Background: an optimization exercise with open tools, aiming at small area and a short achievable clock period. Do not read the settings as production practice. In this exercise RTL edits were held to simulation tests only and were not proved equivalent to the original. Power is estimated from default activity; no workload was simulated.

Design dds_block, start of the top module:
module dds_block (
    input  logic                       clk,
    input  logic                       rst_n,
    input  logic                       psel,
    input  logic                       penable,
    input  logic                       pwrite,
    input  logic [31:0]                paddr,
    input  logic [31:0]                pwdata,
    input  logic signed [SAMPLE_W-1:0] ina_data,
    input  logic signed [SAMPLE_W-1:0] inb_data,
    output logic [31:0]                prdata,
    output logic signed [SAMPLE_W-1:0] dds_data_out
);
Size: ~10000 cells after synthesis, ~2600 flip-flops, about 130 I/O pins, roughly 110000 sq um of cells after synthesis.
export LEC_CHECK = 0
export CAP_MARGIN = 20
export CORE_MARGIN = 2
export CORE_UTILIZATION = 55
export CTS_CLUSTER_DIAMETER = 100
export CTS_CLUSTER_SIZE = 24
export PLACE_DENSITY = 0.7
export SETUP_SLACK_MARGIN = 4.5
export SLEW_MARGIN = 20
create_clock -name core_clock -period 9.0 [get_ports {clk}]
run.sh (not shown) runs the stock make flow with config.mk's settings and CLKGATE_MAP_FILE= SYNTH_SCRIPT=/design/flow/synth_recipe.tcl, a recipe that flattens the netlist after the stock synthesis.
Change:
--- a/flow/design.v
+++ b/flow/design.v
@@ -455,21 +455,30 @@
     end
     logic [24:0] mod_s, mod_c;
     always_ff @(posedge clk) begin
         mod_s <= ms3;
         mod_c <= mc3;
     end
+    function automatic logic top_is(input logic [8:0] a, input logic [8:0] b,
+                                    input logic [8:0] k, input logic cin);
+        logic [8:0] need;
+        need   = {(a[7:0] & b[7:0]) | ((a[7:0] ^ b[7:0]) & ~k[7:0]), cin};
+        top_is = &(~(a ^ b ^ k ^ need));
+    endfunction
     logic [24:0] mod_sum;
+    logic [16:0] mod_lo;
     logic [16:0] mv;
     logic [7:0]  y8;
     logic        in_rng, sat_neg;
     always_comb begin
         mod_sum = mod_s + mod_c;
+        mod_lo  = {1'b0, mod_s[15:0]} + {1'b0, mod_c[15:0]};
         mv      = mod_sum[24:8];
         y8      = mv[7:0] ^ 8'h80;
-        in_rng  = (mv[16:8] == 9'h100);
+        in_rng  = mod_lo[16] ? top_is(mod_s[24:16], mod_c[24:16], 9'h100, 1'b1)
+                             : top_is(mod_s[24:16], mod_c[24:16], 9'h100, 1'b0);
         sat_neg = !mv[16];
         if (in_rng)       dds_data_out = y8;
         else if (sat_neg) dds_data_out = 8'h80;
         else              dds_data_out = 8'h7F;
     end
     logic signed [7:0] st_min, st_max;
- final cell count barely changes
- final area went down by 1.3%
- via count hardly moves
- combinational power went down by 16%
- power went down by 0.75%
- global-route usage went down by 2.8 points
- routed wire length went down by 7.6%
- setup slack is worse by 0.039 ns
- hold slack is worse by 0.010 ns
- clock power went down by about 0.6%

* * *

Another version of the RTL of dds_block (not shown whole).
Size in the first run: ~130 I/O pins, ~110000 µm² of cells after synthesis.
Settings: LEC_CHECK=0, ABC_AREA=1, CAP_MARGIN=20, CORE_MARGIN=2, CORE_UTILIZATION=55, CTS_CLUSTER_DIAMETER=100, CTS_CLUSTER_SIZE=24, PLACE_DENSITY=0.7, SETUP_SLACK_MARGIN=4.7, SLEW_MARGIN=20; clock period 9.0 ns.
Edit:
--- a/flow/design.v
+++ b/flow/design.v
@@ -221,12 +221,13 @@
     logic [17:0] fm_v;
     logic        fm_ovp, fm_ovn;
     logic [31:0] pa0, pa1, pa2, pa3, pa4;
     logic [31:0] ps1, pc1, ps2, pc2, ps3, pc3;
     logic [31:0] ph_main, ph_sv, ph_sat, ph_next;
     logic [31:0] phase;
+    logic [5:0]  ring_p, ring_n;
     logic [24:0] fm_sum;
     always_comb begin
         fm_sum  = fm_s + fm_c;
         fm_cin8 = fm_s[8] ^ fm_c[8] ^ fm_sum[8];
         fm_v    = {1'b0, fm_sum[24:8]};
         fm_ovp  = fm_hmax && (fm_v >= 18'd107520);
@@ -247,14 +248,21 @@
         ph_sat  = (phase ^ step ^ ph_sv) +
                   (((phase & step) | (phase & ph_sv) | (step & ph_sv)) << 1);
         if (fm_ovp || fm_ovn) ph_next = ph_sat;
         else             ph_next = ph_main;
     end
     always_ff @(posedge clk) begin
-        if (!rst_n || !enable) phase <= '0;
-        else                   phase <= ph_next;
+        if (!rst_n || !enable) begin
+            phase  <= '0;
+            ring_p <= '0;
+            ring_n <= '1;
+        end else begin
+            phase  <= ph_next;
+            ring_p <= ph_next[29:24];
+            ring_n <= ~ph_next[29:24];
+        end
     end
     logic [2:0]   tick;
     logic [511:0] pos0, pos1, pos2, pos3;
     always_ff @(posedge clk) tick <= tick + 3'd1;
     logic        new_wr;
     logic [7:0]  wa0, wd0, wa1, wd1;
@@ -330,16 +338,16 @@
     logic [2:0]  rpos;
     logic [7:0]  rc0, rc1, rc2, rc3, rring;
     logic        hit0, hit1;
     logic signed [7:0] dds_sample;
     assign ra   = phase[31:24];
     assign rpos = {1'b0, ra[7:6]} + tick;
-    assign rc0  = mux64(pos0, ra[5:0]);
-    assign rc1  = mux64(pos1, ra[5:0]);
-    assign rc2  = mux64(pos2, ra[5:0]);
-    assign rc3  = mux64(pos3, ra[5:0]);
+    assign rc0  = mux64(pos0, ring_p);
+    assign rc1  = mux64(pos1, ring_p);
+    assign rc2  = mux64(pos2, ~ring_n);
+    assign rc3  = mux64(pos3, ~ring_n);
     always_comb begin
         case (rpos[1:0])
             2'd0: rring = rc0;
             2'd1: rring = rc1;
             2'd2: rring = rc2;
             default: rring = rc3;
Effect: The changed run ran to the end with no violations; maximum frequency decreases by 1.6%; clock-buffer cell count increases by 2; core utilization barely changes; total power increases by 0.61%; die area decreases by 0.40%; sequential power is about the same; cell area barely changes; setup slack gets worse by 0.074 ns; routed wire length increases by 7.3%; via count increases by 0.48%; clock power increases by about 2%; worst hold slack stays flat; critical path depth decreases by 1.

* * *

== run M ==
dds_block again, from the RTL that the note above started with.
clock: 9.0 ns
lec_check: 0
abc_area: 1
cap_margin: 20
core_margin: 2
core_utilization: 55
cts_cluster_diameter: 100
cts_cluster_size: 24
place_density: 0.7
setup_slack_margin: 4.4
slew_margin: 20
diff inputs: run M => run C
--- a/flow/design.v
+++ b/flow/design.v
@@ -218,18 +218,19 @@
         fm_hmin <= (fm_offset[31:15] == 17'h10000);
     end
     logic        fm_cin8;
     logic [17:0] fm_v;
     logic        fm_ovp, fm_ovn;
     logic [31:0] pa0, pa1, pa2, pa3, pa4;
     logic [31:0] ps1, pc1, ps2, pc2, ps3, pc3;
     logic [31:0] ph_main, ph_sv, ph_sat, ph_next;
     logic [31:0] phase;
+    logic [5:0]  ring_p, ring_n;
     logic [24:0] fm_sum;
     always_comb begin
         fm_sum  = fm_s + fm_c;
         fm_cin8 = fm_s[8] ^ fm_c[8] ^ fm_sum[8];
         fm_v    = {1'b0, fm_sum[24:8]};
         fm_ovp  = fm_hmax && (fm_v >= 18'd107520);
         fm_ovn  = fm_hmin && (fm_v < 18'd74752);
         pa0 = phase;
         pa1 = step;
@@ -244,20 +245,27 @@
         pc3 = (((ps2 & pc2) | (ps2 & pa4) | (pc2 & pa4)) << 1) | {31'b0, fm_cin8};
         ph_main = ps3 + pc3;
         ph_sv   = fm_hmax ? 32'h7FFF_FFFF : 32'h8000_0000;
         ph_sat  = (phase ^ step ^ ph_sv) +
                   (((phase & step) | (phase & ph_sv) | (step & ph_sv)) << 1);
         if (fm_ovp || fm_ovn) ph_next = ph_sat;
         else             ph_next = ph_main;
     end
     always_ff @(posedge clk) begin
-        if (!rst_n || !enable) phase <= '0;
-        else                   phase <= ph_next;
+        if (!rst_n || !enable) begin
+            phase  <= '0;
+            ring_p <= '0;
+            ring_n <= '1;
+        end else begin
+            phase  <= ph_next;
+            ring_p <= ph_next[29:24];
+            ring_n <= ~ph_next[29:24];
+        end
     end
     logic [2:0]   tick;
     logic [511:0] pos0, pos1, pos2, pos3;
     always_ff @(posedge clk) tick <= tick + 3'd1;
     logic        new_wr;
     logic [7:0]  wa0, wd0, wa1, wd1;
     logic        wv0, wf0, wv1;
     logic [1:0]  kinj;
     logic [2:0]  tinj;
@@ -327,22 +335,22 @@
         endcase
     endfunction
     logic [7:0]  ra;
     logic [2:0]  rpos;
     logic [7:0]  rc0, rc1, rc2, rc3, rring;
     logic        hit0, hit1;
     logic signed [7:0] dds_sample;
     assign ra   = phase[31:24];
     assign rpos = {1'b0, ra[7:6]} + tick;
-    assign rc0  = mux64(pos0, ra[5:0]);
-    assign rc1  = mux64(pos1, ra[5:0]);
-    assign rc2  = mux64(pos2, ra[5:0]);
-    assign rc3  = mux64(pos3, ra[5:0]);
+    assign rc0  = mux64(pos0, ring_p);
+    assign rc1  = mux64(pos1, ring_p);
+    assign rc2  = mux64(pos2, ~ring_n);
+    assign rc3  = mux64(pos3, ~ring_n);
     always_comb begin
         case (rpos[1:0])
             2'd0: rring = rc0;
             2'd1: rring = rc1;
             2'd2: rring = rc2;
             default: rring = rc3;
         endcase
         rring = rring ^ {8{rpos[2]}};
     end
## What came out
Delta (run C minus run M): arrival time of the worst setup path increased 0.08 ns, fraction of power spent switching nets picked up an extra 0.53 points, aggregate routed wire length rose 6.5%.
Sort run C and run M by compound-cell area share of the yosys netlist, ascending, and run M comes first.
Run C and run M ended up with nearly the same cell-internal power.
Worst hold-check slack in run C is 0.027 ns lower than in run M
Delta (run C minus run M): clock group share of total power went down; fraction of standard cell area in multi-input logic fell by 0.31 points; final critical-path share of the clock period picked up an extra 0.56 points.

* * *

== main ==
Starting RTL as in the previous note.
==> flow/design.v (excerpt) <==
module dds_block (
    input  logic                       clk,
    input  logic                       rst_n,
    input  logic                       psel,
    input  logic                       penable,
    input  logic                       pwrite,
    input  logic [31:0]                paddr,
    input  logic [31:0]                pwdata,
    input  logic signed [SAMPLE_W-1:0] ina_data,
    input  logic signed [SAMPLE_W-1:0] inb_data,
    output logic [31:0]                prdata,
    output logic signed [SAMPLE_W-1:0] dds_data_out
);
clock: 9.0 ns
lec_check: 0
cap_margin: 20
core_margin: 2
core_utilization: 55
cts_cluster_diameter: 100
cts_cluster_size: 24
place_density: 0.7
setup_slack_margin: 3.6
slew_margin: 20
## Diff of input files: the feature branch against main
diff --git a/flow/design.v b/flow/design.v
--- a/flow/design.v
+++ b/flow/design.v
@@ -219,13 +219,13 @@
     end
     logic        fm_cin8;
     logic [17:0] fm_v;
     logic        fm_ovp, fm_ovn;
     logic [31:0] pa0, pa1, pa2, pa3, pa4;
     logic [31:0] ps1, pc1, ps2, pc2, ps3, pc3;
-    logic [31:0] ph_main, ph_sv, ph_sat, ph_next;
+    logic [31:0] ph_main, ph_ps, ph_psm1, ph_next;
     logic [31:0] phase;
     logic [24:0] fm_sum;
     always_comb begin
         fm_sum  = fm_s + fm_c;
         fm_cin8 = fm_s[8] ^ fm_c[8] ^ fm_sum[8];
         fm_v    = {1'b0, fm_sum[24:8]};
@@ -240,16 +240,17 @@
         pc1 = ((pa0 & pa1) | (pa0 & pa2) | (pa1 & pa2)) << 1;
         ps2 = ps1 ^ pc1 ^ pa3;
         pc2 = ((ps1 & pc1) | (ps1 & pa3) | (pc1 & pa3)) << 1;
         ps3 = ps2 ^ pc2 ^ pa4;
         pc3 = (((ps2 & pc2) | (ps2 & pa4) | (pc2 & pa4)) << 1) | {31'b0, fm_cin8};
         ph_main = ps3 + pc3;
-        ph_sv   = fm_hmax ? 32'h7FFF_FFFF : 32'h8000_0000;
-        ph_sat  = (phase ^ step ^ ph_sv) +
-                  (((phase & step) | (phase & ph_sv) | (step & ph_sv)) << 1);
-        if (fm_ovp || fm_ovn) ph_next = ph_sat;
+        ph_ps   = phase + step;
+        ph_psm1 = (phase ^ step ^ 32'hFFFF_FFFF) +
+                  (((phase & step) | phase | step) << 1);
+        if (fm_ovp)      ph_next = ph_psm1 ^ 32'h8000_0000;
+        else if (fm_ovn) ph_next = ph_ps ^ 32'h8000_0000;
         else             ph_next = ph_main;
     end
     always_ff @(posedge clk) begin
         if (!rst_n || !enable) phase <= '0;
         else                   phase <= ph_next;
     end
The feature branch: clock network area share 0.30 points below main
Compared to main, the feature branch leaves more free space in the core.
The feature branch vs main: net count after synthesis up by a few percent
Total power per unit cell area: the feature branch < main
Post-route fraction of the period consumed by the critical path in the feature branch vs main: up 2.3 points

* * *

run 3:
RTL: one of the versions met above, not the one the previous note started from.
For scale: ~2,600 flip-flops, about 130 I/O pins, roughly 110,000 um2 of cells after synthesis.
clock: 9.0 ns
lec_check: 0
cap_margin: 20
core_margin: 2
core_utilization: 45
place_density: 0.6
setup_slack_margin: 4.5
slew_margin: 20
diff inputs: run 3 => run 1
diff --git a/flow/design.v b/flow/design.v
--- a/flow/design.v
+++ b/flow/design.v
@@ -388,49 +388,52 @@
             lfsr          <= '1;
             stage1_sample <= '0;
             stage1_noise  <= '0;
         end else begin
             lfsr          <= {lfsr[6:0], lfsr[7] ^ lfsr[5] ^ lfsr[4] ^ lfsr[3]};
             stage1_sample <= out_src;
             stage1_noise  <= nprod[15:8];
         end
     end
     logic [17:0] am_g3;
-    logic [16:0] am_offs;         
     logic [4:0]  ad0, ad1, ad2;
     logic [25:0] ar0, ar1, ar2, ar3, as1, ac1, as2, ac2;
     always_comb begin
         am_g3 = {{2{am_gain[15]}}, am_gain} + {am_gain[15], am_gain, 1'b0};
-        am_offs = {am_offset[15], am_offset} + 17'd56320;
         ad0 = dig_sel(am_sel, b8_dig(am_raw, 0), b8_dig(ina_data, 0), b8_dig(inb_data, 0));
         ad1 = dig_sel(am_sel, b8_dig(am_raw, 1), b8_dig(ina_data, 1), b8_dig(inb_data, 1));
         ad2 = dig_sel(am_sel, b8_dig(am_raw, 2), b8_dig(ina_data, 2), b8_dig(inb_data, 2));
         ar0 = {7'b0, b8_urow(ad0, am_gain, am_g3)};
         ar1 = {4'b0, b8_urow(ad1, am_gain, am_g3), 2'b0, ad0[4]};
         ar2 = {1'b0, b8_urow(ad2, am_gain, am_g3), 2'b0, ad1[4], 3'b0};
-        ar3 = {1'b0, am_offs, 1'b0, ad2[4], 6'b0};
+        ar3 = {2'b0, ~am_offset[15], am_offset[14:0], 1'b0, ad2[4], 6'b0};
         as1 = ar0 ^ ar1 ^ ar2;
         ac1 = ((ar0 & ar1) | (ar0 & ar2) | (ar1 & ar2)) << 1;
         as2 = as1 ^ ac1 ^ ar3;
         ac2 = ((as1 & ac1) | (as1 & ar3) | (ac1 & ar3)) << 1;
     end
     logic [25:0] am_s, am_c;
     always_ff @(posedge clk) begin
         am_s <= as2;
         am_c <= ac2;
     end
-    logic [24:0] am_sum;
-    logic [16:0] am_x;
+    logic        am_cin8;
+    logic [8:0]  am_lo;
+    logic [16:0] am_ks, am_kc, am_x;
     logic [15:0] am_factor;
     always_comb begin
-        am_sum = am_s[24:0] + am_c[24:0];
-        am_x   = am_sum[24:8];
+        am_lo   = {1'b0, am_s[7:0]} + {1'b0, am_c[7:0]};
+        am_cin8 = am_lo[8];
+        am_ks   = am_s[24:8] ^ am_c[24:8] ^ 17'd23552;
+        am_kc   = (((am_s[24:8] & am_c[24:8]) | (am_s[24:8] & 17'd23552) |
+                    (am_c[24:8] & 17'd23552)) << 1) | {16'b0, am_cin8};
+        am_x    = am_ks + am_kc;
         if (am_x[16] == am_x[15]) am_factor = am_x[15:0];
         else if (am_x[16])        am_factor = 16'h8000;
         else                      am_factor = 16'h7FFF;
     end
     logic [17:0] mu0, mu1, mu2, mu3;
     logic [2:0]  md0, md1, md2, md3;
     logic [24:0] mr0, mr1, mr2, mr3, mr4;
     logic [24:0] ms1, mc1, ms2, mc2, ms3, mc3;
     always_comb begin
         md0  = booth_dig(stage1_sample, 0);
Notes after the runs:
Taking run 3 as the reference, in run 1 final cell area excluding filler cells moved down; minimum clock period -51 ps.
When the final numbers for run 3 and run 1 were put side by side, the final core utilization turned out to be smaller in run 1.
For run 3 and run 1, there was not a single run that failed to finish clean.
Main combinational cell family by area after synthesis: multiplexers -> run 1, compound AO/OA/AOI/OAI gates -> run 3
Taking run 3 as the reference, in run 1 global-route usage over all layers shows a reduction of 0.53 points, total clock buffers created by CTS shows a reduction of 3.

==> what the ideal ports hide <==
In the flow no input, the clock included, has a driving cell. The finished layouts below were timed again as built, in two steps.
Step 1 sets driving cells, clkbuf_16 on the clock port and buf_2 on the other inputs (assumed; they add their load-dependent delay and slew).
Step 2 moves the port delays by t, midway between the first and last clock arrival at a register: inputs arrive t later, outputs are due t later. That takes back most of the time a late clock gives input paths.
Slacks: ideal ports / drivers / drivers and shift; pairs: ideal ports / drivers.
run | shift t [ns] | slack for setup (ns) | clock arrival spread, ns | worst register clock-pin slew, ns
the first run of note 1 | 0.917 | 3.469 / 3.372 / 3.732 | 0.055 / 0.055 | 0.10 / 0.10
the second run of note 1 | 0.917 | 3.429 / 3.341 / 3.715 | 0.052 / 0.052 | 0.11 / 0.11
the first run of note 2 | 0.945 | 4.413 / 4.317 / 3.907 | 0.053 / 0.052 | 0.10 / 0.10
the second run of note 2 | 0.943 | 4.338 / 4.240 / 3.911 | 0.054 / 0.054 | 0.11 / 0.11
run M | 0.955 | 4.187 / 4.187 / 3.631 | 0.049 / 0.048 | 0.11 / 0.11
run C | 0.956 | 4.136 / 4.136 / 3.543 | 0.061 / 0.062 | 0.11 / 0.11
main | 0.922 | 3.633 / 3.538 / 3.280 | 0.050 / 0.049 | 0.11 / 0.11
the feature branch | 0.916 | 3.422 / 3.338 / 3.219 | 0.087 / 0.086 | 0.11 / 0.11
run 3 | 1.012 | 3.359 / 3.260 / 3.368 | 0.113 / 0.113 | 0.07 / 0.07
run 1 | 1.008 | 3.410 / 3.360 / 3.410 | 0.080 / 0.080 | 0.07 / 0.07
After both steps every run listed still meets setup and hold. The setup slack of run C, which loses most, moves by 0.000 ns with the drivers and by -0.593 ns with both steps.
